This is an optimization exercise on Yosys and OpenROAD, whose aim is small area, a short achievable clock period and few clock cycles per item, not a production implementation.
In this exercise RTL edits were held to simulation tests only and were not proved equivalent to the original.
Power is estimated from default activity; no workload was simulated.

==> run B: inputs <==
==> flow/design.v <==
module nora_bram_loader #(
    parameter int ADDR_BITS = 9,
    parameter     INIT_FILE = "",
    parameter bit WP_RESET  = 1'b0
) (
    input  logic                 clk,
    input  logic                 reset,
    input  logic [ADDR_BITS-1:0] slv_addr_i,
    input  logic [7:0]           slv_datawr_i,
    input  logic                 slv_datawr_valid,
    output logic [7:0]           slv_datard_o,
    input  logic                 slv_req_i,
    input  logic                 slv_rwn_i,
    input  logic                 wp_set_i,
    output logic                 wp_o,
    input  logic                 ld_start_i,
    input  logic [ADDR_BITS-1:0] ld_addr_i,
    input  logic [ADDR_BITS:0]   ld_len_i,
    input  logic [7:0]           ld_data_i,
    input  logic                 ld_valid_i,
    output logic                 ld_ready_o,
    output logic                 ld_busy_o,
    output logic                 ld_done_o
);
    localparam int AW   = ADDR_BITS;
    localparam int RW   = AW - 1;             
    localparam int ROWS = 1 << RW;            
    logic [AW-1:0] addr;
    logic [AW:0]   cnt;
    logic          beat;
    logic          slv_we;
    logic          start_ok;
    logic          h_v [2];
    assign slv_we     = slv_req_i & ~slv_rwn_i & slv_datawr_valid & ~wp_o;
    assign ld_ready_o = ld_busy_o & ~(slv_req_i & (addr[0] ? h_v[1] : h_v[0]));
    assign beat       = ld_valid_i & ld_ready_o & ~reset;
    assign start_ok   = ld_start_i & ~ld_busy_o & ~ld_done_o & ~wp_o;
    always_ff @(posedge clk) begin
        if (reset) begin
            wp_o <= WP_RESET;
        end else if (wp_set_i) begin
            wp_o <= 1'b1;
        end
    end
    always_ff @(posedge clk) begin
        if (reset) begin
            ld_busy_o <= 1'b0;
            ld_done_o <= 1'b0;
        end else begin
            ld_done_o <= 1'b0;
            if (start_ok) begin
                if (ld_len_i == '0) ld_done_o <= 1'b1;
                else                ld_busy_o <= 1'b1;
            end else if (beat && cnt == (AW + 1)'(1)) begin
                ld_busy_o <= 1'b0;
                ld_done_o <= 1'b1;
            end
        end
    end
    always_ff @(posedge clk) begin
        if (start_ok) begin
            addr <= ld_addr_i;
            cnt  <= ld_len_i;
        end else if (beat) begin
            addr <= addr + AW'(1);
            cnt  <= cnt - (AW + 1)'(1);
        end
    end
    logic          p_v [2];
    logic [RW-1:0] p_a [2];
    logic [7:0]    p_d [2];
    logic [7:0]    p_r2 [2];
    logic [7:0]    p_r1 [2];
    logic [3:0]    p_r0 [2];
    logic [RW-1:0] h_a [2];
    logic [7:0]    h_d [2];
    for (genvar b = 0; b < 2; b++) begin : g_bank
        logic sb, nb, hb, hk, nk;
        assign sb = slv_we & (slv_addr_i[0] == 1'(b));
        assign nb = beat & (addr[0] == 1'(b));
        assign hb = h_v[b];
        assign hk = hb & ~(sb & (slv_addr_i[AW-1:1] == h_a[b]));
        assign nk = nb & ~(sb & (slv_addr_i == addr));
        logic [RW-1:0] pa_n;
        logic          pv_n;
        assign pv_n = sb | hb | nb;
        assign pa_n = sb ? slv_addr_i[AW-1:1] : (hb ? h_a[b] : addr[AW-1:1]);
        always_ff @(posedge clk) begin
            p_v[b]  <= pv_n;
            p_a[b]  <= pa_n;
            p_r2[b] <= 8'b1 << pa_n[7:5];
            p_r1[b] <= 8'b1 << pa_n[4:2];
            p_r0[b] <= pv_n ? (4'b1 << pa_n[1:0]) : 4'b0;
            if (sb) begin
                p_d[b] <= slv_datawr_i;
            end else if (hb) begin
                p_d[b] <= h_d[b];
            end else begin
                p_d[b] <= ld_data_i;
            end
            h_v[b] <= sb ? (hk | nk) : (hb & nb);
            if (sb ? (~hk & nk) : (hb & nb)) begin
                h_a[b] <= addr[AW-1:1];
                h_d[b] <= ld_data_i;
            end
        end
    end
    logic [ROWS-1:0][7:0] mem0;
    logic [ROWS-1:0][7:0] mem1;
    always_ff @(posedge clk) begin
        for (int r = 0; r < ROWS; r++) begin
            if (p_r2[0][r/32] && p_r1[0][(r/4)%8] && p_r0[0][r%4]) mem0[r] <= p_d[0];
            if (p_r2[1][r/32] && p_r1[1][(r/4)%8] && p_r0[1][r%4]) mem1[r] <= p_d[1];
        end
    end
    logic [RW-1:0] ra;
    logic          rb;
    logic [7:0]    mrd;
    logic [3:0]    fh;
    logic [7:0]    fd;
    assign rb = slv_addr_i[0];
    assign ra = slv_addr_i[AW-1:1];
    assign mrd = rb ? mem1[ra] : mem0[ra];
    assign fh[0] = p_v[0] & ~rb & (p_a[0] == ra);
    assign fh[1] = p_v[1] &  rb & (p_a[1] == ra);
    assign fh[2] = h_v[0] & ~rb & (h_a[0] == ra);
    assign fh[3] = h_v[1] &  rb & (h_a[1] == ra);
    assign fd = ({8{fh[0]}} & p_d[0]) | ({8{fh[1]}} & p_d[1]) |
                ({8{fh[2]}} & h_d[0]) | ({8{fh[3]}} & h_d[1]);
    always_ff @(posedge clk) begin
        slv_datard_o <= (|fh) ? fd : mrd;
    end
endmodule
==> flow/run.sh <==
#!/bin/bash
# synth_recipe.tcl (not shown) runs the flow's synth.tcl, then flattens the netlist and writes it again
# the make line also repeats each setting of config.mk as NAME=value (left out here)
make -C /OpenROAD-flow-scripts/flow DESIGN_CONFIG=/design/flow/config.mk WORK_HOME=/design/flow/orfs CLKGATE_MAP_FILE= SYNTH_SCRIPT=/design/flow/synth_recipe.tcl finish
==> flow/config.mk <==
export PLATFORM = sky130hd
export DESIGN_NAME = nora_bram_loader
export DESIGN_NICKNAME = nora_bram_loader
export VERILOG_FILES = /design/flow/design.v
export SDC_FILE = /design/flow/constraint.sdc
export NUM_CORES = 4
export LEC_CHECK = 0
export CAP_MARGIN = 20
export CORE_MARGIN = 2
export CORE_UTILIZATION = 50
export SETUP_SLACK_MARGIN = 4.2
export SLEW_MARGIN = 20
==> flow/constraint.sdc <==
create_clock -name core_clock -period 7.5 [get_ports {clk}]
set_input_delay 1.5000 -clock core_clock [delete_from_list [all_inputs] [get_ports {clk}]]
set_output_delay 1.5000 -clock core_clock [all_outputs]
set_load 0.01 [all_outputs]
==> run R: changes against run B <==
==> flow/design.v, changed modules only <==
module nora_bram_loader #(
    parameter int ADDR_BITS = 9,
    parameter     INIT_FILE = "",
    parameter bit WP_RESET  = 1'b0
) (
    input  logic                 clk,
    input  logic                 reset,
    input  logic [ADDR_BITS-1:0] slv_addr_i,
    input  logic [7:0]           slv_datawr_i,
    input  logic                 slv_datawr_valid,
    output logic [7:0]           slv_datard_o,
    input  logic                 slv_req_i,
    input  logic                 slv_rwn_i,
    input  logic                 wp_set_i,
    output logic                 wp_o,
    input  logic                 ld_start_i,
    input  logic [ADDR_BITS-1:0] ld_addr_i,
    input  logic [ADDR_BITS:0]   ld_len_i,
    input  logic [7:0]           ld_data_i,
    input  logic                 ld_valid_i,
    output logic                 ld_ready_o,
    output logic                 ld_busy_o,
    output logic                 ld_done_o
);
    localparam int AW   = ADDR_BITS;
    localparam int RW   = AW - 1;             
    localparam int ROWS = 1 << RW;            
    logic [AW-1:0] addr;
    logic [AW:0]   cnt;
    logic          beat;
    logic          slv_we;
    logic          start_ok;
    logic          h_v [2];
    assign slv_we     = slv_req_i & ~slv_rwn_i & slv_datawr_valid & ~wp_o;
    assign ld_ready_o = ld_busy_o & ~(slv_req_i & (addr[0] ? h_v[1] : h_v[0]));
    assign beat       = ld_valid_i & ld_ready_o & ~reset;
    assign start_ok   = ld_start_i & ~ld_busy_o & ~ld_done_o & ~wp_o;
    always_ff @(posedge clk) begin
        if (reset) begin
            wp_o <= WP_RESET;
        end else if (wp_set_i) begin
            wp_o <= 1'b1;
        end
    end
    always_ff @(posedge clk) begin
        if (reset) begin
            ld_busy_o <= 1'b0;
            ld_done_o <= 1'b0;
        end else begin
            ld_done_o <= 1'b0;
            if (start_ok) begin
                if (ld_len_i == '0) ld_done_o <= 1'b1;
                else                ld_busy_o <= 1'b1;
            end else if (beat && cnt == (AW + 1)'(1)) begin
                ld_busy_o <= 1'b0;
                ld_done_o <= 1'b1;
            end
        end
    end
    always_ff @(posedge clk) begin
        if (start_ok) begin
            addr <= ld_addr_i;
            cnt  <= ld_len_i;
        end else if (beat) begin
            addr <= addr + AW'(1);
            cnt  <= cnt - (AW + 1)'(1);
        end
    end
    logic          p_v [2];
    logic [RW-1:0] p_a [2];
    logic [7:0]    p_d [2];
    logic [RW-1:0] h_a [2];
    logic [7:0]    h_d [2];
    for (genvar b = 0; b < 2; b++) begin : g_bank
        logic sb, nb, hb, hk, nk;
        assign sb = slv_we & (slv_addr_i[0] == 1'(b));
        assign nb = beat & (addr[0] == 1'(b));
        assign hb = h_v[b];
        assign hk = hb & ~(sb & (slv_addr_i[AW-1:1] == h_a[b]));
        assign nk = nb & ~(sb & (slv_addr_i == addr));
        always_ff @(posedge clk) begin
            p_v[b] <= sb | hb | nb;
            if (sb) begin
                p_a[b] <= slv_addr_i[AW-1:1];
                p_d[b] <= slv_datawr_i;
            end else if (hb) begin
                p_a[b] <= h_a[b];
                p_d[b] <= h_d[b];
            end else begin
                p_a[b] <= addr[AW-1:1];
                p_d[b] <= ld_data_i;
            end
            h_v[b] <= sb ? (hk | nk) : (hb & nb);
            if (sb ? (~hk & nk) : (hb & nb)) begin
                h_a[b] <= addr[AW-1:1];
                h_d[b] <= ld_data_i;
            end
        end
    end
    logic [ROWS-1:0][7:0] mem0;
    logic [ROWS-1:0][7:0] mem1;
    always_ff @(posedge clk) begin
        for (int r = 0; r < ROWS; r++) begin
            if (p_v[0] && p_a[0] == RW'(r)) mem0[r] <= p_d[0];
            if (p_v[1] && p_a[1] == RW'(r)) mem1[r] <= p_d[1];
        end
    end
    logic [RW-1:0] ra;
    logic          rb;
    logic [7:0]    mrd;
    logic [3:0]    fh;
    logic [7:0]    fd;
    assign rb = slv_addr_i[0];
    assign ra = slv_addr_i[AW-1:1];
    always_comb begin
        mrd = '0;
        for (int r = 0; r < ROWS; r++) begin
            mrd = mrd | (mem0[r] & {8{~rb && ra == RW'(r)}}) | (mem1[r] & {8{rb && ra == RW'(r)}});
        end
    end
    assign fh[0] = p_v[0] & ~rb & (p_a[0] == ra);
    assign fh[1] = p_v[1] &  rb & (p_a[1] == ra);
    assign fh[2] = h_v[0] & ~rb & (h_a[0] == ra);
    assign fh[3] = h_v[1] &  rb & (h_a[1] == ra);
    assign fd = ({8{fh[0]}} & p_d[0]) | ({8{fh[1]}} & p_d[1]) |
                ({8{fh[2]}} & h_d[0]) | ({8{fh[3]}} & h_d[1]);
    always_ff @(posedge clk) begin
        slv_datard_o <= (|fh) ? fd : mrd;
    end
endmodule
--- a/flow/config.mk
+++ b/flow/config.mk
@@ -8,5 +8,5 @@
 export CAP_MARGIN = 20
 export CORE_MARGIN = 2
-export CORE_UTILIZATION = 50
-export SETUP_SLACK_MARGIN = 4.2
+export CORE_UTILIZATION = 55
+export SETUP_SLACK_MARGIN = 4.0
 export SLEW_MARGIN = 20
==> run E: changes against run B <==
--- a/flow/design.v
+++ b/flow/design.v
@@ -70,7 +70,4 @@
     logic [RW-1:0] p_a [2];
     logic [7:0]    p_d [2];
-    logic [7:0]    p_r2 [2];
-    logic [7:0]    p_r1 [2];
-    logic [3:0]    p_r0 [2];
     logic [RW-1:0] h_a [2];
     logic [7:0]    h_d [2];
@@ -82,19 +79,14 @@
         assign hk = hb & ~(sb & (slv_addr_i[AW-1:1] == h_a[b]));
         assign nk = nb & ~(sb & (slv_addr_i == addr));
-        logic [RW-1:0] pa_n;
-        logic          pv_n;
-        assign pv_n = sb | hb | nb;
-        assign pa_n = sb ? slv_addr_i[AW-1:1] : (hb ? h_a[b] : addr[AW-1:1]);
         always_ff @(posedge clk) begin
-            p_v[b]  <= pv_n;
-            p_a[b]  <= pa_n;
-            p_r2[b] <= 8'b1 << pa_n[7:5];
-            p_r1[b] <= 8'b1 << pa_n[4:2];
-            p_r0[b] <= pv_n ? (4'b1 << pa_n[1:0]) : 4'b0;
+            p_v[b] <= sb | hb | nb;
             if (sb) begin
+                p_a[b] <= slv_addr_i[AW-1:1];
                 p_d[b] <= slv_datawr_i;
             end else if (hb) begin
+                p_a[b] <= h_a[b];
                 p_d[b] <= h_d[b];
             end else begin
+                p_a[b] <= addr[AW-1:1];
                 p_d[b] <= ld_data_i;
             end
@@ -110,6 +102,6 @@
     always_ff @(posedge clk) begin
         for (int r = 0; r < ROWS; r++) begin
-            if (p_r2[0][r/32] && p_r1[0][(r/4)%8] && p_r0[0][r%4]) mem0[r] <= p_d[0];
-            if (p_r2[1][r/32] && p_r1[1][(r/4)%8] && p_r0[1][r%4]) mem1[r] <= p_d[1];
+            if (p_v[0] && p_a[0] == RW'(r)) mem0[r] <= p_d[0];
+            if (p_v[1] && p_a[1] == RW'(r)) mem1[r] <= p_d[1];
         end
     end
--- a/flow/config.mk
+++ b/flow/config.mk
@@ -8,5 +8,5 @@
 export CAP_MARGIN = 20
 export CORE_MARGIN = 2
-export CORE_UTILIZATION = 50
-export SETUP_SLACK_MARGIN = 4.2
+export CORE_UTILIZATION = 40
+export SETUP_SLACK_MARGIN = 4.0
 export SLEW_MARGIN = 20
==> notes <==
Run E produced a clean layout. Run R ended with an error in global routing, error GRT-0116. Run B finished clean. Of run B and run E, run B has the higher clock power (gap about 2%, measured against run E). Of run B and run E, run B has the higher non-clock buffer count (gap 96). Against run E, the sequential power of run B is larger by about 2%. Between run E and run B, the lower final area is in run E (gap about 1.1%, measured against run B). Of run B and run E, run E has the higher cell count (gap 5.7%, measured against run E). Combinational power: run E is smaller than run B (about 8%). Between run E and run B, the lower synthesized area is in run E (gap about 1.5%, measured against run B). Of run B and run E, run B has the higher flip-flop and latch count (gap 40). Of run B and run E, run B has the higher utilization (gap 12 points). In run E the worst hold slack is higher than in run B, by 0.0087 ns.
==> figures <==
                                                                               run R             run E             run B
Relative max-transition margin                                                     -             7.88%             13.1%
Synth Warn #                                                                       7                 7                10
Hold WS                                                                            -          0.550 ns          0.541 ns
Adder and majority cell fraction of the synthesized area                     0.0232%           0.0229%           0.0225%
Total count of max-transition violations in the final report                       -                 0                 0
Share of layout cells above drive strength 1                                       -             28.6%             26.3%
Worst setup slack after layout                                                     -           3.64 ns           3.85 ns
Buffer share of cell area                                                          -             2.53%             3.25%
CTS buffer count                                                                 423               408               430
Outcome                                                       stopped before the end  timing/DRC/antenna clean  timing/DRC/antenna clean
Stage where the flow stopped                                          global routing                 -                 -
Final setup TNS                                                                    -              0 ns              0 ns
Cell group occupying the most layout area                                          -  sequential cells  sequential cells
DR vias                                                                            -             86350             90290
Post-DR wirelength/cell                                                            -           37.6 µm           41.0 µm
Core Region                                                                        -        409000 µm²        331000 µm²
Ratio of layout area to synthesized area                                           -            1.148x            1.144x
Area fraction in and, or, nand and nor cells after synthesis                   8.40%             2.92%             3.64%
Wl on met1                                                                         -         194000 µm         199000 µm
Final-layout clock-cell area share                                                 -             7.14%             7.32%
Kind of start point of the critical path                                           -         input pin         input pin
Part of the total power dissipated in combinational logic                          -              6.1%              6.4%
Tap Cells                                                                          -              5451              4366
Testbench counts of run B, summed over its fixed seeds: cycles 12,647, beats 11,470.
Testbench counts of run R, summed over its fixed seeds: cycles 12,647, beats 11,470.
Testbench counts of run E, summed over its fixed seeds: cycles 12,647, beats 11,470.

## re-timing with driven ports
Ports are ideal in the flow. The routed layouts listed here were re-timed in OpenROAD.
Step 1: set_driving_cell puts a clkbuf_16 on clk and a buf_2 on each other input, an assumption about the parent block.
Step 2, shift: input delay + t, output delay - t, t = (earliest + latest rising clock arrival at the registers) / 2. This alone moves slack from input paths to output paths.
Three values: ideal, step 1, step 2; two values: the first two.
run	t, ns	setup slack, ns	hold slack, ns	worst setup path at the end
run B	1.082	3.847 / 3.540 / 2.458	0.541 / 0.541 / 0.541	input to register
run E	1.079	3.642 / 3.396 / 2.317	0.550 / 0.550 / 0.550	input to register
After both steps every run listed still meets setup and hold. The setup slack of run B, which loses most, moves by -0.307 ns with the drivers and by -1.389 ns with both steps.
